This is an optimization exercise on Yosys and OpenROAD, whose aim is small area, a short achievable clock period and few clock cycles per item, not a production implementation.
At most, simulation tests tie the RTL to the original design; equivalence was not proved.
No functional check of the RTL was part of runs 1 to 4.

<file path="design/flow/design.v">
module rgb_to_hsv_pixel_top (
   input  logic        clock,
   input  logic        reset,
   input  logic        pix_valid,
   output logic        pix_ready,
   input  logic [7:0]  pix_red,
   input  logic [7:0]  pix_green,
   input  logic [7:0]  pix_blue,
   output logic        hsv_valid,
   input  logic        hsv_ready,
   output logic [14:0] hsv_hue,
   output logic [7:0]  hsv_saturation,
   output logic [7:0]  hsv_brightness,
   output logic        hsv_is_gray
);
   logic [0:0] rg_1;
   logic [0:0] rb_2;
   logic [0:0] gb_3;
   logic v1;
   logic [7:0] s1_r;
   logic [7:0] s1_g;
   logic [7:0] s1_b;
   logic [0:0] s1_rg;
   logic [0:0] s1_rb;
   logic [0:0] s1_gb;
   logic [0:0] isr_4;
   logic [0:0] isg_5;
   logic [1:0] sec_6;
   logic [7:0] mx_7;
   logic [7:0] mn_8;
   logic [7:0] da_9;
   logic [7:0] db_10;
   logic [0:0] neg_11;
   logic [7:0] dl_12;
   logic [7:0] d_13;
   logic [11:0] d15_14;
   logic [7:0] hR_15;
   logic [3:0] hL_16;
   logic v2;
   logic [1:0] s2_sec;
   logic [7:0] s2_mx;
   logic [0:0] s2_neg;
   logic [7:0] s2_dl;
   logic [7:0] s2_hR;
   logic [3:0] s2_hL;
   logic [2:0] hL_17;
   logic [8:0] hT_18;
   logic [9:0] hD_19;
   logic [0:0] hge_20;
   logic [7:0] hR_21;
   logic [0:0] hQ_22;
   logic [1:0] hL_23;
   logic [8:0] hT_24;
   logic [9:0] hD_25;
   logic [0:0] hge_26;
   logic [7:0] hR_27;
   logic [1:0] hQ_28;
   logic v3;
   logic [1:0] s3_sec;
   logic [7:0] s3_mx;
   logic [0:0] s3_neg;
   logic [7:0] s3_dl;
   logic [7:0] s3_hR;
   logic [1:0] s3_hL;
   logic [1:0] s3_hQ;
   logic [0:0] hL_29;
   logic [8:0] hT_30;
   logic [9:0] hD_31;
   logic [0:0] hge_32;
   logic [7:0] hR_33;
   logic [2:0] hQ_34;
   logic [8:0] hT_35;
   logic [9:0] hD_36;
   logic [0:0] hge_37;
   logic [7:0] hR_38;
   logic [3:0] hQ_39;
   logic [0:0] sb_40;
   logic [7:0] sR_41;
   logic v4;
   logic [1:0] s4_sec;
   logic [7:0] s4_mx;
   logic [0:0] s4_neg;
   logic [7:0] s4_dl;
   logic [7:0] s4_hR;
   logic [3:0] s4_hQ;
   logic [0:0] s4_sb;
   logic [7:0] s4_sR;
   logic [8:0] hT_42;
   logic [9:0] hD_43;
   logic [0:0] hge_44;
   logic [7:0] hR_45;
   logic [4:0] hQ_46;
   logic [8:0] sT_47;
   logic [9:0] sD_48;
   logic [0:0] sge_49;
   logic [7:0] sR_50;
   logic [0:0] sQ_51;
   logic [0:0] sb_52;
   logic [8:0] hT_53;
   logic [9:0] hD_54;
   logic [0:0] hge_55;
   logic [7:0] hR_56;
   logic [5:0] hQ_57;
   logic [8:0] sT_58;
   logic [9:0] sD_59;
   logic [0:0] sge_60;
   logic [7:0] sR_61;
   logic [1:0] sQ_62;
   logic [0:0] sb_63;
   logic v5;
   logic [1:0] s5_sec;
   logic [7:0] s5_mx;
   logic [0:0] s5_neg;
   logic [7:0] s5_dl;
   logic [7:0] s5_hR;
   logic [5:0] s5_hQ;
   logic [0:0] s5_sb;
   logic [7:0] s5_sR;
   logic [1:0] s5_sQ;
   logic [8:0] hT_64;
   logic [9:0] hD_65;
   logic [0:0] hge_66;
   logic [7:0] hR_67;
   logic [6:0] hQ_68;
   logic [8:0] sT_69;
   logic [9:0] sD_70;
   logic [0:0] sge_71;
   logic [7:0] sR_72;
   logic [2:0] sQ_73;
   logic [0:0] sb_74;
   logic [8:0] hT_75;
   logic [9:0] hD_76;
   logic [0:0] hge_77;
   logic [7:0] hR_78;
   logic [7:0] hQ_79;
   logic [8:0] sT_80;
   logic [9:0] sD_81;
   logic [0:0] sge_82;
   logic [7:0] sR_83;
   logic [3:0] sQ_84;
   logic [0:0] sb_85;
   logic v6;
   logic [1:0] s6_sec;
   logic [7:0] s6_mx;
   logic [0:0] s6_neg;
   logic [7:0] s6_dl;
   logic [7:0] s6_hR;
   logic [7:0] s6_hQ;
   logic [0:0] s6_sb;
   logic [7:0] s6_sR;
   logic [3:0] s6_sQ;
   logic [8:0] hT_86;
   logic [9:0] hD_87;
   logic [0:0] hge_88;
   logic [7:0] hR_89;
   logic [8:0] hQ_90;
   logic [8:0] sT_91;
   logic [9:0] sD_92;
   logic [0:0] sge_93;
   logic [7:0] sR_94;
   logic [4:0] sQ_95;
   logic [0:0] sb_96;
   logic [8:0] hT_97;
   logic [9:0] hD_98;
   logic [0:0] hge_99;
   logic [7:0] hR_100;
   logic [9:0] hQ_101;
   logic [8:0] sT_102;
   logic [9:0] sD_103;
   logic [0:0] sge_104;
   logic [7:0] sR_105;
   logic [5:0] sQ_106;
   logic [0:0] sb_107;
   logic v7;
   logic [1:0] s7_sec;
   logic [7:0] s7_mx;
   logic [0:0] s7_neg;
   logic [7:0] s7_dl;
   logic [7:0] s7_hR;
   logic [9:0] s7_hQ;
   logic [0:0] s7_sb;
   logic [7:0] s7_sR;
   logic [5:0] s7_sQ;
   logic [8:0] hT_108;
   logic [9:0] hD_109;
   logic [0:0] hge_110;
   logic [7:0] hR_111;
   logic [10:0] hQ_112;
   logic [8:0] sT_113;
   logic [9:0] sD_114;
   logic [0:0] sge_115;
   logic [7:0] sR_116;
   logic [6:0] sQ_117;
   logic [0:0] sb_118;
   logic [8:0] hT_119;
   logic [9:0] hD_120;
   logic [0:0] hge_121;
   logic [7:0] hR_122;
   logic [11:0] hQ_123;
   logic [8:0] sT_124;
   logic [9:0] sD_125;
   logic [0:0] sge_126;
   logic [7:0] sR_127;
   logic [7:0] sQ_128;
   logic [0:0] gray_129;
   logic v8;
   logic [1:0] s8_sec;
   logic [7:0] s8_mx;
   logic [0:0] s8_neg;
   logic [11:0] s8_hQ;
   logic [7:0] s8_sQ;
   logic [0:0] s8_gray;
   logic [14:0] base_130;
   logic [14:0] sq_131;
   logic [14:0] hue_132;
   logic [7:0] sat_133;
   logic [31:0] res_134;
   logic en;
   logic o_valid;
   logic [31:0] o_res;
   assign rg_1 = pix_red >= pix_green;
   assign rb_2 = pix_red >= pix_blue;
   assign gb_3 = pix_green >= pix_blue;
   assign isr_4 = s1_rg & s1_rb;
   assign isg_5 = ~isr_4 & s1_gb;
   assign sec_6 = {~isr_4 & ~isg_5, isg_5};
   assign mx_7 = isr_4 ? s1_r : (isg_5 ? s1_g : s1_b);
   assign mn_8 = s1_rg ? (s1_gb ? s1_b : s1_g) : (s1_rb ? s1_b : s1_r);
   assign da_9 = isr_4 ? s1_g : (isg_5 ? s1_b : s1_r);
   assign db_10 = isr_4 ? s1_b : (isg_5 ? s1_r : s1_g);
   assign neg_11 = isr_4 ? ~s1_gb : (isg_5 ? s1_rb : ~s1_rg);
   assign dl_12 = mx_7 - mn_8;
   assign d_13 = neg_11 ? db_10 - da_9 : da_9 - db_10;
   assign d15_14 = {d_13, 4'b0000} - {4'b0000, d_13};
   assign hR_15 = d15_14[11:4];
   assign hL_16 = d15_14[3:0];
   assign hL_17 = s2_hL[2:0];
   assign hT_18 = {s2_hR, s2_hL[3]};
   assign hD_19 = {1'b0, hT_18} - {2'b00, s2_dl};
   assign hge_20 = ~hD_19[9];
   assign hR_21 = hge_20 ? hD_19[7:0] : hT_18[7:0];
   assign hQ_22 = hge_20;
   assign hL_23 = hL_17[1:0];
   assign hT_24 = {hR_21, hL_17[2]};
   assign hD_25 = {1'b0, hT_24} - {2'b00, s2_dl};
   assign hge_26 = ~hD_25[9];
   assign hR_27 = hge_26 ? hD_25[7:0] : hT_24[7:0];
   assign hQ_28 = {hQ_22, hge_26};
   assign hL_29 = s3_hL[0:0];
   assign hT_30 = {s3_hR, s3_hL[1]};
   assign hD_31 = {1'b0, hT_30} - {2'b00, s3_dl};
   assign hge_32 = ~hD_31[9];
   assign hR_33 = hge_32 ? hD_31[7:0] : hT_30[7:0];
   assign hQ_34 = {s3_hQ, hge_32};
   assign hT_35 = {hR_33, hL_29[0]};
   assign hD_36 = {1'b0, hT_35} - {2'b00, s3_dl};
   assign hge_37 = ~hD_36[9];
   assign hR_38 = hge_37 ? hD_36[7:0] : hT_35[7:0];
   assign hQ_39 = {hQ_34, hge_37};
   assign sb_40 = (s3_dl[7] ^ (|s3_dl[6:0]));
   assign sR_41 = {~(s3_dl[7] ^ (|s3_dl[6:0])), ~(s3_dl[6] ^ (|s3_dl[5:0])), ~(s3_dl[5] ^ (|s3_dl[4:0])), ~(s3_dl[4] ^ (|s3_dl[3:0])), ~(s3_dl[3] ^ (|s3_dl[2:0])), ~(s3_dl[2] ^ (|s3_dl[1:0])), ~(s3_dl[1] ^ (|s3_dl[0:0])), ~s3_dl[0]};
   assign hT_42 = {s4_hR, 1'b0};
   assign hD_43 = {1'b0, hT_42} - {2'b00, s4_dl};
   assign hge_44 = ~hD_43[9];
   assign hR_45 = hge_44 ? hD_43[7:0] : hT_42[7:0];
   assign hQ_46 = {s4_hQ, hge_44};
   assign sT_47 = {s4_sR, s4_sb};
   assign sD_48 = {1'b0, sT_47} - {2'b00, s4_mx};
   assign sge_49 = ~sD_48[9];
   assign sR_50 = sge_49 ? sD_48[7:0] : sT_47[7:0];
   assign sQ_51 = sge_49;
   assign sb_52 = (s4_dl[6] ^ (|s4_dl[5:0]));
   assign hT_53 = {hR_45, 1'b0};
   assign hD_54 = {1'b0, hT_53} - {2'b00, s4_dl};
   assign hge_55 = ~hD_54[9];
   assign hR_56 = hge_55 ? hD_54[7:0] : hT_53[7:0];
   assign hQ_57 = {hQ_46, hge_55};
   assign sT_58 = {sR_50, sb_52};
   assign sD_59 = {1'b0, sT_58} - {2'b00, s4_mx};
   assign sge_60 = ~sD_59[9];
   assign sR_61 = sge_60 ? sD_59[7:0] : sT_58[7:0];
   assign sQ_62 = {sQ_51, sge_60};
   assign sb_63 = (s4_dl[5] ^ (|s4_dl[4:0]));
   assign hT_64 = {s5_hR, 1'b0};
   assign hD_65 = {1'b0, hT_64} - {2'b00, s5_dl};
   assign hge_66 = ~hD_65[9];
   assign hR_67 = hge_66 ? hD_65[7:0] : hT_64[7:0];
   assign hQ_68 = {s5_hQ, hge_66};
   assign sT_69 = {s5_sR, s5_sb};
   assign sD_70 = {1'b0, sT_69} - {2'b00, s5_mx};
   assign sge_71 = ~sD_70[9];
   assign sR_72 = sge_71 ? sD_70[7:0] : sT_69[7:0];
   assign sQ_73 = {s5_sQ, sge_71};
   assign sb_74 = (s5_dl[4] ^ (|s5_dl[3:0]));
   assign hT_75 = {hR_67, 1'b0};
   assign hD_76 = {1'b0, hT_75} - {2'b00, s5_dl};
   assign hge_77 = ~hD_76[9];
   assign hR_78 = hge_77 ? hD_76[7:0] : hT_75[7:0];
   assign hQ_79 = {hQ_68, hge_77};
   assign sT_80 = {sR_72, sb_74};
   assign sD_81 = {1'b0, sT_80} - {2'b00, s5_mx};
   assign sge_82 = ~sD_81[9];
   assign sR_83 = sge_82 ? sD_81[7:0] : sT_80[7:0];
   assign sQ_84 = {sQ_73, sge_82};
   assign sb_85 = (s5_dl[3] ^ (|s5_dl[2:0]));
   assign hT_86 = {s6_hR, 1'b0};
   assign hD_87 = {1'b0, hT_86} - {2'b00, s6_dl};
   assign hge_88 = ~hD_87[9];
   assign hR_89 = hge_88 ? hD_87[7:0] : hT_86[7:0];
   assign hQ_90 = {s6_hQ, hge_88};
   assign sT_91 = {s6_sR, s6_sb};
   assign sD_92 = {1'b0, sT_91} - {2'b00, s6_mx};
   assign sge_93 = ~sD_92[9];
   assign sR_94 = sge_93 ? sD_92[7:0] : sT_91[7:0];
   assign sQ_95 = {s6_sQ, sge_93};
   assign sb_96 = (s6_dl[2] ^ (|s6_dl[1:0]));
   assign hT_97 = {hR_89, 1'b0};
   assign hD_98 = {1'b0, hT_97} - {2'b00, s6_dl};
   assign hge_99 = ~hD_98[9];
   assign hR_100 = hge_99 ? hD_98[7:0] : hT_97[7:0];
   assign hQ_101 = {hQ_90, hge_99};
   assign sT_102 = {sR_94, sb_96};
   assign sD_103 = {1'b0, sT_102} - {2'b00, s6_mx};
   assign sge_104 = ~sD_103[9];
   assign sR_105 = sge_104 ? sD_103[7:0] : sT_102[7:0];
   assign sQ_106 = {sQ_95, sge_104};
   assign sb_107 = (s6_dl[1] ^ (|s6_dl[0:0]));
   assign hT_108 = {s7_hR, 1'b0};
   assign hD_109 = {1'b0, hT_108} - {2'b00, s7_dl};
   assign hge_110 = ~hD_109[9];
   assign hR_111 = hge_110 ? hD_109[7:0] : hT_108[7:0];
   assign hQ_112 = {s7_hQ, hge_110};
   assign sT_113 = {s7_sR, s7_sb};
   assign sD_114 = {1'b0, sT_113} - {2'b00, s7_mx};
   assign sge_115 = ~sD_114[9];
   assign sR_116 = sge_115 ? sD_114[7:0] : sT_113[7:0];
   assign sQ_117 = {s7_sQ, sge_115};
   assign sb_118 = s7_dl[0];
   assign hT_119 = {hR_111, 1'b0};
   assign hD_120 = {1'b0, hT_119} - {2'b00, s7_dl};
   assign hge_121 = ~hD_120[9];
   assign hR_122 = hge_121 ? hD_120[7:0] : hT_119[7:0];
   assign hQ_123 = {hQ_112, hge_121};
   assign sT_124 = {sR_116, sb_118};
   assign sD_125 = {1'b0, sT_124} - {2'b00, s7_mx};
   assign sge_126 = ~sD_125[9];
   assign sR_127 = sge_126 ? sD_125[7:0] : sT_124[7:0];
   assign sQ_128 = {sQ_117, sge_126};
   assign gray_129 = ~|s7_dl;
   assign base_130 = (s8_sec == 2'd1) ? 15'd7680 : (s8_sec == 2'd2) ? 15'd15360 : ((s8_neg && |s8_hQ) ? 15'd23040 : 15'd0);
   assign sq_131 = s8_neg ? (15'd0 - {3'b000, s8_hQ}) : {3'b000, s8_hQ};
   assign hue_132 = s8_gray ? 15'd0 : (base_130 + sq_131);
   assign sat_133 = s8_gray ? 8'd0 : s8_sQ;
   assign res_134 = {hue_132, sat_133, s8_mx, s8_gray};
   always_ff @(posedge clock) begin
      if (reset) v1 <= 1'b0;
      else if (en) v1 <= pix_valid;
   end
   always_ff @(posedge clock) begin
      if (en) begin
         s1_r <= pix_red;
         s1_g <= pix_green;
         s1_b <= pix_blue;
         s1_rg <= rg_1;
         s1_rb <= rb_2;
         s1_gb <= gb_3;
      end
   end
   always_ff @(posedge clock) begin
      if (reset) v2 <= 1'b0;
      else if (en) v2 <= v1;
   end
   always_ff @(posedge clock) begin
      if (en) begin
         s2_sec <= sec_6;
         s2_mx <= mx_7;
         s2_neg <= neg_11;
         s2_dl <= dl_12;
         s2_hR <= hR_15;
         s2_hL <= hL_16;
      end
   end
   always_ff @(posedge clock) begin
      if (reset) v3 <= 1'b0;
      else if (en) v3 <= v2;
   end
   always_ff @(posedge clock) begin
      if (en) begin
         s3_sec <= s2_sec;
         s3_mx <= s2_mx;
         s3_neg <= s2_neg;
         s3_dl <= s2_dl;
         s3_hR <= hR_27;
         s3_hL <= hL_23;
         s3_hQ <= hQ_28;
      end
   end
   always_ff @(posedge clock) begin
      if (reset) v4 <= 1'b0;
      else if (en) v4 <= v3;
   end
   always_ff @(posedge clock) begin
      if (en) begin
         s4_sec <= s3_sec;
         s4_mx <= s3_mx;
         s4_neg <= s3_neg;
         s4_dl <= s3_dl;
         s4_hR <= hR_38;
         s4_hQ <= hQ_39;
         s4_sb <= sb_40;
         s4_sR <= sR_41;
      end
   end
   always_ff @(posedge clock) begin
      if (reset) v5 <= 1'b0;
      else if (en) v5 <= v4;
   end
   always_ff @(posedge clock) begin
      if (en) begin
         s5_sec <= s4_sec;
         s5_mx <= s4_mx;
         s5_neg <= s4_neg;
         s5_dl <= s4_dl;
         s5_hR <= hR_56;
         s5_hQ <= hQ_57;
         s5_sb <= sb_63;
         s5_sR <= sR_61;
         s5_sQ <= sQ_62;
      end
   end
   always_ff @(posedge clock) begin
      if (reset) v6 <= 1'b0;
      else if (en) v6 <= v5;
   end
   always_ff @(posedge clock) begin
      if (en) begin
         s6_sec <= s5_sec;
         s6_mx <= s5_mx;
         s6_neg <= s5_neg;
         s6_dl <= s5_dl;
         s6_hR <= hR_78;
         s6_hQ <= hQ_79;
         s6_sb <= sb_85;
         s6_sR <= sR_83;
         s6_sQ <= sQ_84;
      end
   end
   always_ff @(posedge clock) begin
      if (reset) v7 <= 1'b0;
      else if (en) v7 <= v6;
   end
   always_ff @(posedge clock) begin
      if (en) begin
         s7_sec <= s6_sec;
         s7_mx <= s6_mx;
         s7_neg <= s6_neg;
         s7_dl <= s6_dl;
         s7_hR <= hR_100;
         s7_hQ <= hQ_101;
         s7_sb <= sb_107;
         s7_sR <= sR_105;
         s7_sQ <= sQ_106;
      end
   end
   always_ff @(posedge clock) begin
      if (reset) v8 <= 1'b0;
      else if (en) v8 <= v7;
   end
   always_ff @(posedge clock) begin
      if (en) begin
         s8_sec <= s7_sec;
         s8_mx <= s7_mx;
         s8_neg <= s7_neg;
         s8_hQ <= hQ_123;
         s8_sQ <= sQ_128;
         s8_gray <= gray_129;
      end
   end
   logic k_valid;
   logic [31:0] k_res;
   assign en = ~k_valid;
   always_ff @(posedge clock) begin
      if (reset) begin
         o_valid <= 1'b0;
         k_valid <= 1'b0;
      end else begin
         if (~o_valid | hsv_ready) o_valid <= k_valid | v8;
         if (k_valid) k_valid <= ~hsv_ready;
         else         k_valid <= v8 & o_valid & ~hsv_ready;
      end
   end
   always_ff @(posedge clock) begin
      if (~o_valid | hsv_ready) o_res <= k_valid ? k_res : res_134;
      if (~k_valid) k_res <= res_134;
   end
   assign pix_ready      = en;
   assign hsv_valid      = o_valid;
   assign hsv_hue        = o_res[31:17];
   assign hsv_saturation = o_res[16:9];
   assign hsv_brightness = o_res[8:1];
   assign hsv_is_gray    = o_res[0];
endmodule
</file>
<file path="design/flow/constraint.sdc">
create_clock -name core_clock -period 8.5 [get_ports {clock}]
set_input_delay 1.7000 -clock core_clock [delete_from_list [all_inputs] [get_ports {clock}]]
set_output_delay 1.7000 -clock core_clock [all_outputs]
set_load 0.01 [all_outputs]
</file>
<file path="design/flow/run.sh">
#!/bin/bash
# synth_recipe.tcl (not shown) runs the flow's synth.tcl, then flattens the netlist and writes it again
# the make line also repeats each setting of config.mk as NAME=value (left out here)
make -C /OpenROAD-flow-scripts/flow DESIGN_CONFIG=/design/flow/config.mk WORK_HOME=/design/flow/orfs CLKGATE_MAP_FILE= SYNTH_SCRIPT=/design/flow/synth_recipe.tcl finish
</file>
<file path="design/flow/config.mk">
export PLATFORM = sky130hd
export DESIGN_NAME = rgb_to_hsv_pixel_top
export DESIGN_NICKNAME = rgb_to_hsv_pixel_top
export VERILOG_FILES = /design/flow/design.v
export SDC_FILE = /design/flow/constraint.sdc
export NUM_CORES = 4
export LEC_CHECK = 0
export ABC_CLOCK_PERIOD_IN_PS = 3500
export CAP_MARGIN = 20
export CORE_MARGIN = 2
export CORE_UTILIZATION = 40
export SETUP_SLACK_MARGIN = 5
export SLEW_MARGIN = 20
</file>
==> run notes, run 1 <==
outcome=finished clean; flops & latches, synth=379; largest net degree at the start of global routing=179; synthesized area per cell=11.5 µm²; met1 Usage GRT=18.1%; Tcrit/Tclk final=48.0%; Crit-path slowest cell=edfxtp_1; critical path data required time=8810 ps; HP Class=reg2reg; Worst Setup Path Type=reg2reg; final std cells w/o fill=3026; area of the multi-input gates=12000 µm²; Clock Latency Late Sink=580 ps; Setup WS post-layout=4420 ps; via count=15273; RSZ-0062 raised after global routing=yes; ANT nets after route=0; Detailed Routing Iterations Pass 1=5; Cell Rows=86; Gate Count Post-Synth=1935; Seq/Total Area, Yosys=49.1%; vias in the first global route=15946; R2R cell count=25; final hold viol count=0; Warnings, synthesis=1; GP Congestion=0.786; hold path depth=0; fmax=0.245 GHz; Port Buffer Count=61; Num CTS Buffers=44; Via density=5.05; Die Area=57800 µm²; n_diodes=0; Synth async-reset ratio=0%; Placed Instances=2719; DP HPWL=31000 µm; Slew Limit Fails=0; final setup violation count=0; dpl ws=3690 ps; distinct cell type count of the synthesized netlist=86; Worst slew margin=36.6%; Core Util, Final=52.4%; die height=240 µm; global-route wire length before repair=76100 µm; pin slew with the least headroom to its limit=950 ps; most used routing layer in global routing=met2; Worst path max stage delay=410 ps; WL/cell=15.4 µm; final hold slack=409 ps; Worst Skew=18.3 ps; Initial Util=40.5%; chip width=240 µm; TritonCTS clock tree=done; Layout Nets=2502; FF+latch area=11000 µm²; Initial DRC Count=548; synthesized area=22300 µm²; area added between synthesis and finish=29.4%; Primary FF master, synth=edfxtp_1; met2 usage=30.3%; initial antenna violation count=0; largest area contributor in the netlist=edfxtp_1; clk root buf=clkbuf_16; Tmin final=4080 ps; Core Region=55200 µm²; most frequent cell on the critical path=buf_6; grt total ovfl=0; Critical Path Sink Type=flop; dpl cell area=24200 µm²; setup tns final=0 ps; Tot GR Track Use=16.2%; Finished Cell Area=28900 µm²; Post-synth EDFFs=337; post-synth top area share=45.3%; clock sinks=379; GR met3 Demand/Resource=2.94%; drt drc=0; Longest Clk Path Bufs=3; syn_nets=2192; share of layout cells above drive strength 1=29.8%; Area contributors post-synth=edfxtp_1 (45%), ha_1 (12%), mux2_2 (5.1%), inv_1 (3.8%), dfxtp_1 (3.8%); clk slew on worst S/H paths=60 ps; MaxCap Viol Count=0; drt total wl=46600 µm; Critical Path AT=4390 ps; CP max FO=5; H-tree depth=2; crit start category=flop; final-layout fill cell count=4722; num ports=62
## cells by family (layout without fill, tap and decap cells)
family          Yosys count  in the layout  synth area share (%)
buf+inv                 262            604                  4.56
xor+xnor                107            107                  4.23
fa+ha+maj               230            230                  13.5
mux                     163            163                  8.14
simple gates            391            392                  8.25
compound gates          403            403                  12.3
flops                   379            379                  49.1
## cells in the final DEF (no fill, tap or decap), types with 29 or more instances in the layout
master           instances
edfxtp_1               337
inv_1                  197
buf_4                  186
ha_1                   173
nor2_1                 132
nand2_1                 95
xnor2_1                 69
a21oi_1                 66
mux2_2                  61
clkdlybuf4s50_1         57
mux2_4                  52
o21ai_0                 52
mux2i_1                 45
clkbuf_16               45
o21ai_2                 41
dfxtp_1                 41
a21o_1                  40
xor2_1                  36
ha_4                    36
buf_6                   36
inv_2                   30
nor3_1                  29
## timing repair
action / CTS / global route
setup buffers: 167 / 57
pin swaps: 126 / 99
endpoints found under the setup margin: 90 / 86
hold buffers: 0 / 0
cloned: 4 / 0
resized for setup: 182 / 119
## Yosys cell counts, types with 13 or more instances
master	instances
a21boi_0	21
a21o_1	40
a21oi_1	90
a22o_1	19
clkbuf_1	18
dfxtp_1	42
edfxtp_1	337
fa_1	19
ha_1	210
inv_1	227
mux2_2	101
mux2i_1	50
nand2_1	102
nand2b_1	18
nor2_1	136
nor2b_1	32
nor3_1	33
o21a_1	23
o21ai_0	86
o21ai_1	15
or3_1	13
xnor2_1	70
xor2_1	36
## sequential cells by signal, indices dropped and copies added (netlist names), 10 cells and up
name   flops
o_res     32
s8_hQ     12
k_res     32
s7_hQ     10
## layout make-up
type / count / share of cell area [%]
Timing Repair Buffer: 295 / 9.28
Clock buffer: 57 / 4.15
Sequential cell: 379 / 37.9
Tap cell: 748 / 3.24
Clock inverter: 22 / 1.07
Inverter: 230 / 3.01
Multi-Input combinational cell: 1295 / 41.3
## worst max-delay path: cells and delay by family (launching register included)
family,cells,cell delay [ps]
buffers and inverters,10,850
muxes,2,590
AOI/OAI and AO/OA,6,910
and+or+nand+nor,5,550
DFF,1,410
adders and majority gates,2,530
## layer usage
metal | wire length (µm) | share of wire [%]
met1 | 19100 | 41
met2 | 24500 | 52
met3 | 1490 | 3.2
met4 | 1610 | 3.5
met5 | 0 | 0
## final timing paths
| path | from | end | slack (ps) |
|---|---|---|---|
| worst max-delay path | s3_hR[0]$_DFFE_PN_ | s4_hR[3]$_DFFE_PN_ | 4420 |
| worst min-delay path | s7_neg$_DFFE_PN_ | s8_neg$_DFFE_PN_ | 410 |
| worst max register to register | s3_hR[0]$_DFFE_PN_ | s4_hR[3]$_DFFE_PN_ | 4420 |
| worst min register to register | s7_neg$_DFFE_PN_ | s8_neg$_DFFE_PN_ | 410 |
==> run 2: changes to the inputs <==
--- a/design/flow/config.mk
+++ b/design/flow/config.mk
@@ -8,6 +8,6 @@
 export ABC_CLOCK_PERIOD_IN_PS = 3500
 export CAP_MARGIN = 20
 export CORE_MARGIN = 2
-export CORE_UTILIZATION = 40
+export CORE_UTILIZATION = 65
 export SETUP_SLACK_MARGIN = 5
 export SLEW_MARGIN = 20
==> run 2 against run 1 <==
  * Still clean on timing, DRC and antenna
  * Routed wire length up 8.7%
  * Critical path depth shrank 6
  * Sequential cell count unchanged
  * Synthesized area did not move
  * Worst hold slack got worse by 10 ps
  * Clock-buffer cell count decreased by 2
  * Fmax decreased by 0.74%
  * Final cell count is 9.8% lower
  * Design area fell by 1.7%
  * Global-route usage increased by 11 points
  * Largest cell class unchanged
==> run notes, run 2 <==
compound-gate portion of the synthesized area=12.3% (unchanged); distinct cell type count of the synthesized netlist=86 (unchanged); final-layout fill cell count=1730 (was 4722); most frequent cell after synthesis=edfxtp_1 (unchanged); Worst Skew=22.8 ps (was 18.3 ps); Critical Path AT=4410 ps (was 4390 ps); Detailed Routing Iterations Pass 1=5 (unchanged); Crit-path slowest cell=edfxtp_1 (unchanged); critical path buffer and inverter count=2 (was 10); Finished Cell Area=28400 µm² (was 28900 µm²); RSZ-0062 raised after global routing=yes (unchanged); n_diodes=0 (unchanged); area of the multi-input gates=12000 µm² (about the same); largest area contributor in the netlist=edfxtp_1 (unchanged); drt drc=0 (unchanged); Slew Limit Fails=0 (unchanged); Warnings, synthesis=1 (unchanged); commonest non-fill, non-tap cells in the layout=edfxtp_1 (337), buf_4 (204), inv_1 (197) (was edfxtp_1 (337), inv_1 (197), buf_4 (186)); Synth async-reset ratio=0% (unchanged); Num CTS Buffers=41 (was 44); DP HPWL=30400 µm (was 31000 µm); Critical Path Sink Type=flop (unchanged); FF+latch area=11000 µm² (unchanged); Tmin final=4110 ps (was 4080 ps); largest net degree at the start of global routing=179 (unchanged); post-synth top area share=45.3% (unchanged); XOR/XNOR Fraction of Synth Area=4.23% (unchanged); CP max FO=7 (was 5); Setup WS post-layout=4390 ps (was 4420 ps); biggest registers after layout=k_res: 32 flops, o_res: 32 flops, s8_hQ: 12 flops (unchanged); Tcrit/Tclk final=48.3% (was 48.0%); share of layout cells above drive strength 1=30.0% (was 29.8%); largest family of logic cells by synthesized area=adder cells (unchanged); Seq/Total Area, Yosys=49.1% (unchanged); Initial Util=66.3% (was 40.5%); pin slew with the least headroom to its limit=972 ps (was 950 ps); synthesized area per cell=11.5 µm² (unchanged); cell family with most CP delay=compound AO/OA/AOI/OAI gates (unchanged); TritonCTS clock tree=done (unchanged); Tot GR Track Use=26.7% (was 16.2%); MaxCap Viol Count=0 (unchanged); outcome=finished clean (unchanged); final setup violation count=0 (unchanged); clk root buf=clkbuf_16 (unchanged); crit start category=flop (unchanged); Post-synth EDFFs=337 (unchanged); synthesized area=22300 µm² (unchanged); Primary FF master, synth=edfxtp_1 (unchanged); chip width=189 µm (was 240 µm); Port Buffer Count=61 (unchanged); initial antenna violation count=0 (unchanged); critical-path cell list=inv_2, ha_4, nor2b_4, o21ai_2, a21boi_2, o21ai_2, a21oi_2, a21boi_4, mux2i_4, ha_4, nor2b_4, o21ai_4, a21boi_4, o21ai_4, a21oi_2, o31a_1, nor2_4, buf_12, mux2_4; GP Congestion=0.857 (was 0.786); dpl ws=3730 ps (was 3690 ps); H-tree depth=2 (unchanged); post-synthesis mux area share=8.14% (unchanged); Core Util, Final=84.3% (was 52.4%); Die Area=35900 µm² (was 57800 µm²); Layout Nets=2506 (was 2502); WL/cell=18.6 µm (was 15.4 µm); most frequent cells after synthesis=edfxtp_1 (337), inv_1 (227), ha_1 (210) (unchanged); Area contributors post-synth=edfxtp_1 (45%), ha_1 (12%), mux2_2 (5.1%), inv_1 (3.8%), dfxtp_1 (3.8%) (unchanged); area added between synthesis and finish=27.2% (was 29.4%); global-route wire length before repair=77300 µm (was 76100 µm); dpl cell area=23800 µm² (was 24200 µm²); critical path data required time=8800 ps (was 8810 ps); Worst Setup Path Type=reg2reg (unchanged); Post-Synth Simple-Gate Area=8.25% (unchanged); fmax=0.244 GHz (was 0.245 GHz); final hold viol count=0 (unchanged); Longest Clk Path Bufs=3 (unchanged); Adder-Cell Fraction of Synth Area=13.5% (unchanged); clock sinks=379 (unchanged); flops & latches, synth=379 (unchanged); die height=189 µm (was 240 µm); Clock Latency Late Sink=560 ps (was 580 ps); drt total wl=50700 µm (was 46600 µm); Worst path max stage delay=430 ps (was 410 ps); Initial DRC Count=804 (was 548); Core Region=33700 µm² (was 55200 µm²); most common cell after layout, fill and taps aside=edfxtp_1 (unchanged); clk slew on worst S/H paths=70 ps (was 60 ps); Via density=5.79 (was 5.05); final hold slack=398 ps (was 409 ps); grt total ovfl=0 (unchanged); syn_nets=2192 (unchanged); ANT nets after route=0 (unchanged); vias in the first global route=16229 (was 15946); Gate Count Post-Synth=1935 (unchanged); setup tns final=0 ps (unchanged); Cell Rows=67 (was 86); via count=15804 (was 15273); Worst slew margin=35.2% (was 36.6%); num ports=62 (unchanged); HP Class=reg2reg (unchanged)
[run 2: cell counts after synthesis]
Identical to the previous run, type by type.
[run 2: layout make-up]
type / instances / area share (%)
multi-input combinational: 1295 / 42.1
sequential: 379 / 38.6
timing repair buffer: 302 / 9.36
clock buffer: 55 / 4.16
inverter: 230 / 3.06
tap: 448 / 1.97
clock inverter: 20 / 0.731
[run 2: worst paths after layout]
path                                          from                  to  slack, ps  cells after the start
worst min-delay path            s5_hQ[2]$_DFFE_PN_  s6_hQ[4]$_DFFE_PN_        400                      0
worst max register to register  s5_mx[1]$_DFFE_PN_  s6_sR[6]$_DFFE_PN_       4390                     19
worst min register to register  s5_hQ[2]$_DFFE_PN_  s6_hQ[4]$_DFFE_PN_        400                      0
worst max-delay path            s5_mx[1]$_DFFE_PN_  s6_sR[6]$_DFFE_PN_       4390                     19
[run 2: metal layers]
layer  routed length, µm  global-route usage [%]
met1               19100                    28.4
met2               27500                    52.3
met3                1750                    3.48
met4                2400                    11.8
met5                   0                       0
[run 2: cells by family (layout without fill, tap and decap cells)]
kind of cell / after synthesis / in the layout
AOI/OAI and AO/OA: 403 / 403
and+or+nand+nor: 391 / 392
DFF: 379 / 379
buffers and inverters: 262 / 607
adders and majority gates: 230 / 230
muxes: 163 / 163
xor gates and xnor gates: 107 / 107
[run 2: per-stage QoR]
stage / cells
3_3_place_gp: 2420
5_1_grt: 2729
3_5_place_dp: 2420
4_1_cts: 2659
2_1_floorplan: 1935
6_report: 2729
[run 2: worst reg2reg max path, stage by stage, from the launching register on]
cell and delay [ps]:
edfxtp_1 430, inv_2 120, ha_4 210, nor2b_4 130, o21ai_2 140, a21boi_2 90
o21ai_2 200, a21oi_2 110, a21boi_4 280, mux2i_4 320, ha_4 240, nor2b_4 130
o21ai_4 200, a21boi_4 110, o21ai_4 150, a21oi_2 90, o31a_1 290, nor2_4 160
buf_12 150, mux2_4 310
[run 2: timing repair]
| action | in CTS | in global routing |
|---|---|---|
| endpoints found under the setup margin | 90 | 88 |
| hold buffers | 0 | 0 |
| pin swaps | 119 | 100 |
| buffers inserted | 162 | 69 |
| gates cloned | 2 | 1 |
| resized for setup | 166 | 128 |
==> run 3: changes to the inputs <==
--- a/design/flow/config.mk
+++ b/design/flow/config.mk
@@ -8,6 +8,7 @@
 export ABC_CLOCK_PERIOD_IN_PS = 3500
 export CAP_MARGIN = 20
 export CORE_MARGIN = 2
-export CORE_UTILIZATION = 65
+export CORE_UTILIZATION = 40
 export SETUP_SLACK_MARGIN = 5
 export SLEW_MARGIN = 20
+export TNS_END_PERCENT = 10
==> run 3 against run 2 <==
  * Sequential cell count did not move
  * Critical path type unchanged
  * Still clean
  * First-iteration DRC count fell by 7.5%
  * Sequential share of layout area up 1.9 points
  * Clock skew decreased by 9.7 ps
==> run notes, run 3 <==
Tcrit/Tclk final=48.3% (about the same); HP Class=reg2reg (unchanged); drt drc=0 (unchanged); DP HPWL=31500 µm (was 30400 µm); Worst slew margin=31.8% (was 35.2%); global-route wire length before repair=73700 µm (was 77300 µm); Post-synth EDFFs=337 (unchanged); Layout Nets=2391 (was 2506); clk slew on worst S/H paths=60 ps (was 70 ps); Synth async-reset ratio=0% (unchanged); Die Area=57800 µm² (was 35900 µm²); vias in the first global route=15232 (was 16229); num ports=62 (unchanged); r2r startpoint=s3_hR[0]$_DFFE_PN_ (was s5_mx[1]$_DFFE_PN_); Area contributors post-synth=edfxtp_1 (45%), ha_1 (12%), mux2_2 (5.1%), inv_1 (3.8%), dfxtp_1 (3.8%) (unchanged); Num CTS Buffers=43 (was 41); Post-Synth Simple-Gate Area=8.25% (unchanged); hold path depth=0 (unchanged); H-tree depth=2 (unchanged); distinct cell type count of the synthesized netlist=86 (unchanged); Tot GR Track Use=15.7% (was 26.7%); Port Buffer Count=61 (unchanged); CP max FO=7 (unchanged); post-synthesis mux area share=8.14% (unchanged); Worst Setup Path Type=reg2reg (unchanged); initial antenna violation count=0 (unchanged); Primary FF master, synth=edfxtp_1 (unchanged); drt total wl=45400 µm (was 50700 µm); compound-gate portion of the synthesized area=12.3% (unchanged); dpl cell area=23800 µm² (about the same); area added between synthesis and finish=21.3% (was 27.2%); chip width=240 µm (was 189 µm); final hold slack=409 ps (was 398 ps); Adder-Cell Fraction of Synth Area=13.5% (unchanged); largest family of logic cells by synthesized area=adder cells (unchanged); Detailed Routing Iterations Pass 1=4 (was 5); final setup violation count=0 (unchanged); Core Region=55200 µm² (was 33700 µm²); flops & latches, synth=379 (unchanged); grt total ovfl=0 (unchanged); GP Congestion=0.834 (was 0.857); critical path data required time=8830 ps (was 8800 ps); Via density=5.06 (was 5.79); synthesized area per cell=11.5 µm² (unchanged); largest area contributor in the netlist=edfxtp_1 (unchanged); Tmin final=4110 ps (about the same); clock sinks=379 (unchanged); FF+latch area=11000 µm² (unchanged); Slew Limit Fails=0 (unchanged); Longest Clk Path Bufs=3 (unchanged); post-synth top area share=45.3% (unchanged); Worst Skew=13.0 ps (was 22.8 ps); ANT nets after route=0 (unchanged); hold path startpoint=s7_sec[0]$_DFFE_PN_ (was s5_hQ[2]$_DFFE_PN_); RSZ-0062 raised after global routing=yes (unchanged); most common cell after layout, fill and taps aside=edfxtp_1 (unchanged); Hold Path Sink=s8_sec[0]$_DFFE_PN_ (was s6_hQ[4]$_DFFE_PN_); clk root buf=clkbuf_16 (unchanged); MaxCap Viol Count=0 (unchanged); Warnings, synthesis=1 (unchanged); XOR/XNOR Fraction of Synth Area=4.23% (unchanged); most frequent cells after synthesis=edfxtp_1 (337), inv_1 (227), ha_1 (210) (unchanged); n_diodes=0 (unchanged); final-layout fill cell count=4838 (was 1730); setup tns final=0 ps (unchanged); Initial Util=40.5% (was 66.3%); die height=240 µm (was 189 µm); Initial DRC Count=744 (was 804); area of the multi-input gates=11200 µm² (was 12000 µm²); Worst R2R Setup Slack=4390 ps (about the same); Critical Path AT=4440 ps (was 4410 ps); Cell Rows=86 (was 67); R2R cell count=17 (was 19); synthesized area=22300 µm² (unchanged); Seq/Total Area, Yosys=49.1% (unchanged); final hold viol count=0 (unchanged); outcome=finished clean (unchanged); share of layout cells above drive strength 1=20.9% (was 30.0%); crit start category=flop (unchanged); TritonCTS clock tree=done (unchanged); biggest registers after layout=k_res: 32 flops, o_res: 32 flops, s8_hQ: 12 flops (unchanged); fmax=0.243 GHz (was 0.244 GHz); Gate Count Post-Synth=1935 (unchanged); largest net degree at the start of global routing=167 (was 179); most frequent cell after synthesis=edfxtp_1 (unchanged); Finished Cell Area=27100 µm² (was 28400 µm²); pin slew with the least headroom to its limit=1020 ps (was 972 ps); Critical Path Sink Type=flop (unchanged); reg-to-reg endpoint=s4_hR[1]$_DFFE_PN_ (was s6_sR[6]$_DFFE_PN_); via count=14766 (was 15804); commonest non-fill, non-tap cells in the layout=edfxtp_1 (337), inv_1 (216), ha_1 (192) (was edfxtp_1 (337), buf_4 (204), inv_1 (197)); Clock Latency Late Sink=580 ps (was 560 ps); syn_nets=2192 (unchanged); WL/cell=15.6 µm (was 18.6 µm)
[run 3: cell types whose count changed in the layout (fill, tap and decap cells not counted), sizes merged]
cell / change
clkdlybuf4s15: -1
bufinv: +2
clkdlybuf4s50: +6
buf: -117
inv: +3
clkbuf: +2
bufbuf: -1
dlygate4sd2: -2
clkinv: -1
dlymetal6s2s: -3
[run 3: layer usage]
layer	wire, µm	track usage, %
met5	0	0
met4	1210	4.91
met3	1630	3.01
met2	23300	29.3
met1	19300	18.0
[run 3: what timing repair did]
item	in CTS	in global routing
hold buffers	0	0
endpoints found under the setup margin	93	90
resized for setup	139	78
buffers inserted	75	41
cloned	1	1
pin swaps	51	59
[run 3: layout make-up]
cell class	instances	share of cell area, %
clock buffer	56	4.61
inverter	230	3.21
clock inverter	24	1.11
sequential	379	40.4
multi-input combinational	1295	41.2
tap	748	3.45
timing repair buffer	185	5.99
[run 3: worst max-delay path, cell delays in order, from the launching register on]
cell	delay [ps]
edfxtp_1	440
ha_4	290
nor2b_4	120
o21ai_2	70
a21boi_2	170
o21ai_2	90
a21o_1	200
o21ai_4	260
mux2i_4	290
ha_1	250
nor2b_2	160
o21ai_2	140
a21boi_1	100
o21ai_1	210
a21boi_2	100
o31a_1	330
nor2b_4	290
mux2_4	330
[run 3: cells by family after synthesis]
group / count (synthesis)
compound gates: 403
xor+xnor: 107
fa+ha+maj: 230
buf+inv: 262
flops: 379
mux: 163
simple gates: 391
[run 3: how the worst max path moves through the flow]
stage                  startpoint            endpoint  slack (ps)  depth (start not counted)
2_1_floorplan  k_valid$_SDFF_PP0_           pix_ready        2830                          3
3_3_place_gp   s2_dl[1]$_DFFE_PN_  s3_hR[6]$_DFFE_PN_        3340                         18
6_report       s3_hR[0]$_DFFE_PN_  s4_hR[1]$_DFFE_PN_        4390                         17
5_1_grt        s5_mx[1]$_DFFE_PN_  s6_sR[1]$_DFFE_PN_        4190                         18
3_5_place_dp   s2_dl[1]$_DFFE_PN_  s3_hR[6]$_DFFE_PN_        3280                         18
4_1_cts        s4_mx[1]$_DFFE_PN_  s5_sR[5]$_DFFE_PN_        4360                         19
[run 3: through the flow]
step | setup WS, ps | utilization [%] | std cells
after global placement | 3340 | 43.1 | 2719
after CTS | 4360 | 47.9 | 2875
after global routing | 4190 | 49.1 | 2917
final | 4390 | 49.1 | 2917
after detailed placement | 3280 | 43.1 | 2719
after floorplan | 2830 | - | 1935
==> run 4: changes to the inputs <==
--- a/design/flow/config.mk
+++ b/design/flow/config.mk
@@ -9,6 +9,5 @@
 export CAP_MARGIN = 20
 export CORE_MARGIN = 2
 export CORE_UTILIZATION = 40
-export SETUP_SLACK_MARGIN = 5
+export SETUP_SLACK_MARGIN = 4.5
 export SLEW_MARGIN = 20
-export TNS_END_PERCENT = 10
==> run 4 against run 3 <==
  * Still clean on timing, DRC and antenna
  * Core utilization up 1.7 points
  * Sequential share of layout area shrank 1.4 points
  * Clock-buffer cell count fell by 4
  * Final cell count is 2.5% higher
  * Non-clock buffer count increased by 77
  * Design area increased by 3.5%
  * Critical path type unchanged
==> run notes, run 4 <==
outcome=finished clean (unchanged); critical path data required time=8800 ps (was 8830 ps); Synth async-reset ratio=0% (unchanged); Worst Setup Path Type=reg2reg (unchanged); Via density=5.03 (was 5.06); drt total wl=46000 µm (was 45400 µm); synthesized area=22300 µm² (unchanged); biggest registers after layout=k_res: 32 flops, o_res: 32 flops, s8_hQ: 12 flops (unchanged); Initial Util=40.5% (unchanged); clock sinks=379 (unchanged); grt total ovfl=0 (unchanged); most common cell after layout, fill and taps aside=edfxtp_1 (unchanged); Tot GR Track Use=15.7% (about the same); final setup violation count=0 (unchanged); via count=15042 (was 14766); Clock Latency Late Sink=570 ps (was 580 ps); HP Class=reg2reg (unchanged); most frequent cell on the critical path=buf_6 (was o21ai_2); critical path buffer and inverter count=7 (was 0); vias in the first global route=15317 (was 15232); Area contributors post-synth=edfxtp_1 (45%), ha_1 (12%), mux2_2 (5.1%), inv_1 (3.8%), dfxtp_1 (3.8%) (unchanged); final-layout fill cell count=4705 (was 4838); setup tns final=0 ps (unchanged); global-route wire length before repair=73900 µm (was 73700 µm); H-tree depth=2 (unchanged); die height=240 µm (unchanged); post-synth top area share=45.3% (unchanged); Tcrit/Tclk final=47.2% (was 48.3%); Gate Count Post-Synth=1935 (unchanged); TritonCTS clock tree=done (unchanged); Critical Path AT=4320 ps (was 4440 ps); pin slew with the least headroom to its limit=912 ps (was 1020 ps); Core Util, Final=50.8% (was 49.1%); Die Area=57800 µm² (unchanged); RSZ-0062 raised after global routing=yes (unchanged); Worst Skew=19.1 ps (was 13.0 ps); Port Buffer Count=61 (unchanged); syn_nets=2192 (unchanged); clk root buf=clkbuf_16 (unchanged); Initial DRC Count=589 (was 744); most frequent cells after synthesis=edfxtp_1 (337), inv_1 (227), ha_1 (210) (unchanged); hold path depth=0 (unchanged); share of layout cells above drive strength 1=26.4% (was 20.9%); num ports=62 (unchanged); ANT nets after route=0 (unchanged); largest area contributor in the netlist=edfxtp_1 (unchanged); clk slew on worst S/H paths=70 ps (was 60 ps); cell family with most CP delay=compound AO/OA/AOI/OAI gates (unchanged); Layout Nets=2467 (was 2391); MaxCap Viol Count=0 (unchanged); synthesized area per cell=11.5 µm² (unchanged); Longest Clk Path Bufs=3 (unchanged); CP max FO=4 (was 7); Placed Instances=2721 (was 2719); commonest non-fill, non-tap cells in the layout=edfxtp_1 (337), inv_1 (206), ha_1 (175) (was edfxtp_1 (337), inv_1 (216), ha_1 (192)); initial antenna violation count=0 (unchanged); Critical Path Sink Type=flop (unchanged); R2R cell count=23 (was 17); Seq/Total Area, Yosys=49.1% (unchanged); Warnings, synthesis=1 (unchanged); area added between synthesis and finish=25.6% (was 21.3%); Tmin final=4020 ps (was 4110 ps); most frequent cell after synthesis=edfxtp_1 (unchanged); Slew Limit Fails=0 (unchanged); flops & latches, synth=379 (unchanged); WL/cell=15.4 µm (was 15.6 µm); fmax=0.249 GHz (was 0.243 GHz); Primary FF master, synth=edfxtp_1 (unchanged); final hold viol count=0 (unchanged); Worst slew margin=39.2% (was 31.8%); Worst path max stage delay=410 ps (was 440 ps); chip width=240 µm (unchanged); Worst R2R Setup Slack=4480 ps (was 4390 ps); largest net degree at the start of global routing=176 (was 167); Cell Rows=86 (unchanged); Detailed Routing Iterations Pass 1=5 (was 4); crit start category=flop (unchanged); drt drc=0 (unchanged); critical-path cell list=ha_1, nor2b_4, o21ai_2, a21boi_2, o21ai_2, a21o_1, o21ai_4, buf_6, mux2_2, ha_4, o21ai_2, a21boi_2, o21ai_2, buf_4, buf_6, buf_6, buf_6, buf_6, buf_6, nand2_2, nor2_1, nor2_1, mux2_4 (was ha_4, nor2b_4, o21ai_2, a21boi_2, o21ai_2, a21o_1, o21ai_4, mux2i_4, ha_1, nor2b_2, o21ai_2, a21boi_1, o21ai_1, a21boi_2, o31a_1, nor2b_4, mux2_4); final hold slack=407 ps (was 409 ps); cell count along the critical path=23 (was 17); Core Region=55200 µm² (unchanged); DP HPWL=31000 µm (was 31500 µm); distinct cell type count of the synthesized netlist=86 (unchanged); final std cells w/o fill=2989 (was 2917); Crit-path slowest cell=edfxtp_1 (unchanged); Post-synth EDFFs=337 (unchanged); Num CTS Buffers=42 (was 43); n_diodes=0 (unchanged); GP Congestion=0.788 (was 0.834)
==> run 4: path summary, 6_finish.rpt <==
kind                           start                  to
setup reg to reg  s3_hR[0]$_DFFE_PN_  s4_hR[5]$_DFFE_PN_
hold reg to reg   s6_hQ[7]$_DFFE_PN_  s7_hQ[9]$_DFFE_PN_
hold / removal    s6_hQ[7]$_DFFE_PN_  s7_hQ[9]$_DFFE_PN_
setup / recovery  s3_hR[0]$_DFFE_PN_  s4_hR[5]$_DFFE_PN_
==> run 4: stage by stage <==
step / worst slack, ps / instance area (µm²)
4_1_cts: 4470 / 27000
2_1_floorplan: 2830 / 22500
3_3_place_gp: 3640 / 24000
5_1_grt: 4290 / 28100
6_report: 4480 / 28100
3_5_place_dp: 3520 / 24000
==> run 4: final cells by class <==
class,instances,area (µm²),area share (%)
multi-input combinational,1295,11600,41.2
inverter,230,868,3.09
clock buffer,52,1170,4.17
clock inverter,23,223,0.793
timing repair buffer,262,2340,8.34
sequential,379,11000,39.1
tap,748,936,3.33
==> run 4: routing by layer <==
metal	vias to the layer above	track usage, %	wire (µm)
met5	-	0	0
met3	92	2.82	1510
li1	7533	-	-
met1	7187	17.6	19000
met2	230	29.9	24200
met4	0	5.08	1320
==> run 4: worst reg2reg max path: cells and delay by family, from the launching register on <==
| kind | cells | cell delay [ps] |
|---|---|---|
| compound gates | 8 | 1140 |
| fa+ha+maj | 2 | 550 |
| buf+inv | 7 | 680 |
| flops | 1 | 410 |
| mux | 2 | 620 |
| simple gates | 4 | 350 |
==> run 4: cells by family (layout without fill, tap and decap cells) <==
group           count (synthesis)  count (layout)  share of synthesized area, %
compound gates                403             403                          12.3
simple gates                  391             392                          8.25
flops                         379             379                          49.1
buf+inv                       262             567                          4.56
fa+ha+maj                     230             230                          13.5
mux                           163             163                          8.14
xor+xnor                      107             107                          4.23
==> run 4: timing repair <==
item / 4_1_cts / 5_1_grt
hold buffers: 0 / 0
endpoints found under the setup margin: 80 / 71
cloned: 1 / 3
pin swaps: 78 / 112
gates resized for setup: 150 / 124
buffers inserted: 123 / 66
==> run 5: changes to the inputs <==
--- a/design/flow/design.v
+++ b/design/flow/design.v
@@ -203,18 +203,17 @@
    logic [7:0] sR_127;
    logic [7:0] sQ_128;
    logic [0:0] gray_129;
-   logic v8;
-   logic [1:0] s8_sec;
-   logic [7:0] s8_mx;
-   logic [0:0] s8_neg;
-   logic [11:0] s8_hQ;
-   logic [7:0] s8_sQ;
-   logic [0:0] s8_gray;
-   logic [14:0] base_130;
-   logic [14:0] sq_131;
-   logic [14:0] hue_132;
-   logic [7:0] sat_133;
-   logic [31:0] res_134;
+   logic [5:0] bh_130;
+   logic [5:0] hp_131;
+   logic [5:0] hn_132;
+   logic [5:0] hn1_133;
+   logic [0:0] nz_134;
+   logic [8:0] lo_135;
+   logic [5:0] hi_136;
+   logic [0:0] z_137;
+   logic [14:0] hue_138;
+   logic [7:0] sat_139;
+   logic [31:0] res_140;
    logic en;
    logic o_valid;
    logic [31:0] o_res;
@@ -347,11 +346,17 @@
    assign sR_127 = sge_126 ? sD_125[7:0] : sT_124[7:0];
    assign sQ_128 = {sQ_117, sge_126};
    assign gray_129 = ~|s7_dl;
-   assign base_130 = (s8_sec == 2'd1) ? 15'd7680 : (s8_sec == 2'd2) ? 15'd15360 : ((s8_neg && |s8_hQ) ? 15'd23040 : 15'd0);
-   assign sq_131 = s8_neg ? (15'd0 - {3'b000, s8_hQ}) : {3'b000, s8_hQ};
-   assign hue_132 = s8_gray ? 15'd0 : (base_130 + sq_131);
-   assign sat_133 = s8_gray ? 8'd0 : s8_sQ;
-   assign res_134 = {hue_132, sat_133, s8_mx, s8_gray};
+   assign bh_130 = (s7_sec == 2'd1) ? 6'd15 : (s7_sec == 2'd2) ? 6'd30 : (s7_neg ? 6'd45 : 6'd0);
+   assign hp_131 = bh_130 + {3'b000, hQ_123[11:9]};
+   assign hn_132 = bh_130 - {3'b000, hQ_123[11:9]};
+   assign hn1_133 = bh_130 - {3'b000, hQ_123[11:9]} - 6'd1;
+   assign nz_134 = |hQ_123[8:0];
+   assign lo_135 = {hQ_123[8] ^ (s7_neg & (|hQ_123[7:0])), hQ_123[7] ^ (s7_neg & (|hQ_123[6:0])), hQ_123[6] ^ (s7_neg & (|hQ_123[5:0])), hQ_123[5] ^ (s7_neg & (|hQ_123[4:0])), hQ_123[4] ^ (s7_neg & (|hQ_123[3:0])), hQ_123[3] ^ (s7_neg & (|hQ_123[2:0])), hQ_123[2] ^ (s7_neg & (|hQ_123[1:0])), hQ_123[1] ^ (s7_neg & (|hQ_123[0:0])), hQ_123[0]};
+   assign hi_136 = s7_neg ? (nz_134 ? hn1_133 : hn_132) : hp_131;
+   assign z_137 = gray_129 | (((s7_sec == 2'd0) & s7_neg) & ~nz_134 & ~|hQ_123[11:9]);
+   assign hue_138 = z_137 ? 15'd0 : {hi_136, lo_135};
+   assign sat_139 = gray_129 ? 8'd0 : sQ_128;
+   assign res_140 = {hue_138, sat_139, s7_mx, gray_129};
    always_ff @(posedge clock) begin
       if (reset) v1 <= 1'b0;
       else if (en) v1 <= pix_valid;
@@ -462,36 +467,13 @@
          s7_sQ <= sQ_106;
       end
    end
+   assign en = ~o_valid | hsv_ready;
    always_ff @(posedge clock) begin
-      if (reset) v8 <= 1'b0;
-      else if (en) v8 <= v7;
+      if (reset) o_valid <= 1'b0;
+      else if (en) o_valid <= v7;
    end
    always_ff @(posedge clock) begin
-      if (en) begin
-         s8_sec <= s7_sec;
-         s8_mx <= s7_mx;
-         s8_neg <= s7_neg;
-         s8_hQ <= hQ_123;
-         s8_sQ <= sQ_128;
-         s8_gray <= gray_129;
-      end
-   end
-   logic k_valid;
-   logic [31:0] k_res;
-   assign en = ~k_valid;
-   always_ff @(posedge clock) begin
-      if (reset) begin
-         o_valid <= 1'b0;
-         k_valid <= 1'b0;
-      end else begin
-         if (~o_valid | hsv_ready) o_valid <= k_valid | v8;
-         if (k_valid) k_valid <= ~hsv_ready;
-         else         k_valid <= v8 & o_valid & ~hsv_ready;
-      end
-   end
-   always_ff @(posedge clock) begin
-      if (~o_valid | hsv_ready) o_res <= k_valid ? k_res : res_134;
-      if (~k_valid) k_res <= res_134;
+      if (en) o_res <= res_140;
    end
    assign pix_ready      = en;
    assign hsv_valid      = o_valid;
--- a/design/flow/config.mk
+++ b/design/flow/config.mk
@@ -11,3 +11,4 @@
 export CORE_UTILIZATION = 40
 export SETUP_SLACK_MARGIN = 4.5
 export SLEW_MARGIN = 20
+export TNS_END_PERCENT = 10
==> run 5 against run 4 <==
  * Still clean on timing, DRC and antenna
  * Routed wire length is 10% lower
  * Core utilization is 1.4 points lower
  * First-iteration DRC count is 21% lower
  * Fmax is 0.74% lower
  * Sequential cell count is 66 lower
  * Synthesized cell count is 2.8% lower
==> run notes, run 5 <==
outcome=finished clean (unchanged); grt total ovfl=0 (unchanged); synthesized area per cell=10.9 µm² (was 11.5 µm²); met1 WL=16900 µm (was 19000 µm); Gate Count Post-Synth=1880 (was 1935); H-tree depth=2 (unchanged); fmax=0.247 GHz (was 0.249 GHz); Worst Setup Path Type=in2out (was reg2reg); die height=230 µm (was 240 µm); area added between synthesis and finish=21.6% (was 25.6%); largest area contributor in the netlist=edfxtp_1 (unchanged); Worst slew margin=31.2% (was 39.2%); initial antenna violation count=0 (unchanged); chip width=230 µm (was 240 µm); Tot GR Track Use=15.6% (was 15.7%); clk root buf=clkbuf_16 (unchanged); R2R cell count=17 (was 23); max layer used=met4 (unchanged); max FFs per register=32; vias in the first global route=14504 (was 15317); DP HPWL=28100 µm (was 31000 µm); critical-path cell list=clkdlybuf4s15_2, nor2b_4, buf_12, clkinv_16, buf_6 (was ha_1, nor2b_4, o21ai_2, a21boi_2, o21ai_2, a21o_1, o21ai_4, buf_6, mux2_2, ha_4, o21ai_2, a21boi_2, o21ai_2, buf_4, buf_6, buf_6, buf_6, buf_6, buf_6, nand2_2, nor2_1, nor2_1, mux2_4); cell family with most CP delay=buffers and inverters (was compound AO/OA/AOI/OAI gates); Clock Latency Late Sink=560 ps (was 570 ps); critical path buffer and inverter count=4 (was 7); share of layout cells above drive strength 1=19.8% (was 26.4%); global-route wire length before repair=68400 µm (was 73900 µm); via count=14022 (was 15042); n_diodes=0 (unchanged); CTS Hold Bufs=0 (unchanged); Synth async-reset ratio=0% (unchanged); cell count along the critical path=5 (was 23); clock sinks=313 (was 379); Initial DRC Count=465 (was 589); Detailed Routing Iterations Pass 1=4 (was 5); Core Region=50300 µm² (was 55200 µm²); ANT nets after route=0 (unchanged); most flop-heavy register=o_res; setup tns final=0 ps (unchanged); most common cell after layout, fill and taps aside=edfxtp_1 (unchanged); final hold viol count=0 (unchanged); Seq/Total Area, Yosys=45.6% (was 49.1%); hold path depth=0 (unchanged); largest net degree at the start of global routing=182 (was 176); Crit-path slowest cell=clkdlybuf4s15_2 (was edfxtp_1); Worst path max stage delay=200 ps (was 410 ps); critical path data required time=6800 ps (was 8800 ps); syn_nets=2145 (was 2192); Initial Util=40.7% (was 40.5%); drt drc=0 (unchanged); Warnings, synthesis=1 (unchanged); post-synth top area share=44.8% (was 45.3%); final setup violation count=0 (unchanged); Layout Nets=2345 (was 2467); Slew Limit Fails=0 (unchanged); Cell Rows=82 (was 86); drt total wl=41300 µm (was 46000 µm); crit start category=input pin (was flop); MaxCap Viol Count=0 (unchanged); Primary FF master, synth=edfxtp_1 (unchanged); Post-synth EDFFs=305 (was 337); most frequent cell after synthesis=edfxtp_1 (unchanged); biggest registers after layout=o_res: 32 flops, s7_hQ: 10 flops (was k_res: 32 flops, o_res: 32 flops, s8_hQ: 12 flops); RSZ-0062 raised after global routing=yes (unchanged); distinct cell type count of the synthesized netlist=75 (was 86); pin slew with the least headroom to its limit=1030 ps (was 912 ps); flops & latches, synth=313 (was 379); Via density=5.04 (was 5.03); HP Class=reg2reg (unchanged); most frequent cells after synthesis=edfxtp_1 (305), ha_1 (217), inv_1 (214) (was edfxtp_1 (337), inv_1 (227), ha_1 (210)); CP max FO=2 (was 4); clk slew on worst S/H paths=50 ps (was 70 ps); GP Congestion=0.822 (was 0.788); Area contributors post-synth=edfxtp_1 (45%), ha_1 (13%), mux2_2 (4.2%), inv_1 (3.9%), nor2_1 (3.6%) (was edfxtp_1 (45%), ha_1 (12%), mux2_2 (5.1%), inv_1 (3.8%), dfxtp_1 (3.8%)); Die Area=52900 µm² (was 57800 µm²); Critical Path AT=2350 ps (was 4320 ps); met3 routed WL=1150 µm (was 1510 µm); Longest Clk Path Bufs=3 (unchanged); Num CTS Buffers=40 (was 42); final hold slack=417 ps (was 407 ps); Critical Path Sink Type=output pin (was flop); Port Buffer Count=61 (unchanged); Worst Skew=14.1 ps (was 19.1 ps); WL/cell=14.8 µm (was 15.4 µm); Tmin final=4050 ps (was 4020 ps); Tcrit/Tclk final=47.6% (was 47.2%); commonest non-fill, non-tap cells in the layout=edfxtp_1 (305), ha_1 (203), inv_1 (202) (was edfxtp_1 (337), inv_1 (206), ha_1 (175)); TritonCTS clock tree=done (unchanged); synthesized area=20400 µm² (was 22300 µm²); num ports=62 (unchanged); Met2 Wirelength=21700 µm (was 24200 µm)
## run 5: cell types whose count changed after synthesis, moves of 8 or more
cell,before,now
o2bb2ai_1,0,8
a22o_1,19,1
dfxtp_1,42,8
nor2_1,136,195
a21oi_1,90,132
or3_1,13,4
inv_1,227,214
mux2i_1,50,39
nor3_1,33,21
mux2_2,101,76
or2_2,3,13
edfxtp_1,337,305
## run 5: cells by family (layout without fill, tap and decap cells)
family	after synthesis	in the layout	share of synthesized area, %
mux	122	122	6.60
simple gates	438	439	10.0
xor+xnor	116	116	5.13
compound gates	412	412	12.9
buf+inv	242	472	4.55
flops	313	313	45.6
fa+ha+maj	237	237	15.2
## run 5: repair_timing
item	in CTS	in global routing
pin swaps	27	68
resized for setup	100	80
buffers inserted	56	52
setup endpoints to repair	96	87
cloned	4	3
## run 5: path summary, 6_finish.rpt
kind	start	slack, ps	endpoint
worst max-delay path	hsv_ready	4450	pix_ready
worst min-delay path	s6_hQ[3]$_DFFE_PP_	420	s7_hQ[5]$_DFFE_PP_
worst min register to register	s6_hQ[3]$_DFFE_PP_	420	s7_hQ[5]$_DFFE_PP_
worst max register to register	s1_gb$_DFFE_PP_	4530	s2_hR[7]$_DFFE_PP_
## run 5: metrics by stage
step	util [%]	instances	worst slack [ps]	cell area, µm²
floorplan	-	1880	4340	20500
global placement	43.6	2595	3250	21900
detailed placement	43.6	2595	3210	21900
CTS	47.8	2728	4460	24000
global route	49.5	2783	4360	24900
finish	49.5	2783	4450	24900
## run 5: layout make-up
class	instances	area (µm²)
Fill cell	4464	25400
Inverter	215	833
Sequential cell	313	9320
Tap cell	672	841
Timing Repair inverter	3	48.8
Multi-Input combinational cell	1326	10900
Clock buffer	49	1060
Clock inverter	24	240
Timing Repair Buffer	181	1660
## run 5: metal layers
metal | vias to the layer above | global-route usage [%]
li1 | 7112 | -
met1 | 6634 | 17.5
met2 | 178 | 29.4
met3 | 98 | 2.23
met4 | 0 | 6.55
met5 | - | 0
Testbench counts of run 5, summed over its fixed seeds: cycles 16,064, items 16,000.

[port drivers added, routing unchanged]
Ports are ideal in the flow. The routed layouts listed here were re-timed in OpenROAD. Step 1 (the two cells are an assumption about what drives the block):
set clk [get_ports {clock}]
set_driving_cell -lib_cell sky130_fd_sc_hd__clkbuf_16 $clk
set_driving_cell -lib_cell sky130_fd_sc_hd__buf_2 [delete_from_list [all_inputs] $clk]
Step 2, shift: input delay + t, output delay - t, t = (earliest + latest rising clock arrival at the registers) / 2. This alone moves slack from input paths to output paths. Slacks: no drivers / after step 1 / after step 2; pairs: no drivers / after step 1.
run | t, ns | setup slack, ns | worst setup path after step 2
run 1 | 0.625 | 4.424 / 4.424 / 4.424 | register to register
run 2 | 0.607 | 4.393 / 4.393 / 4.393 | register to register
run 3 | 0.631 | 4.391 / 4.391 / 4.301 | input to register
run 4 | 0.616 | 4.485 / 4.485 / 4.330 | input to register
run 5 | 0.605 | 4.455 / 4.434 / 4.434 | input to output
After both steps setup and hold are still met in every run listed. For run 4, which loses most, drivers alone change the setup slack by 0.000 ns; drivers and shift together by -0.155 ns.
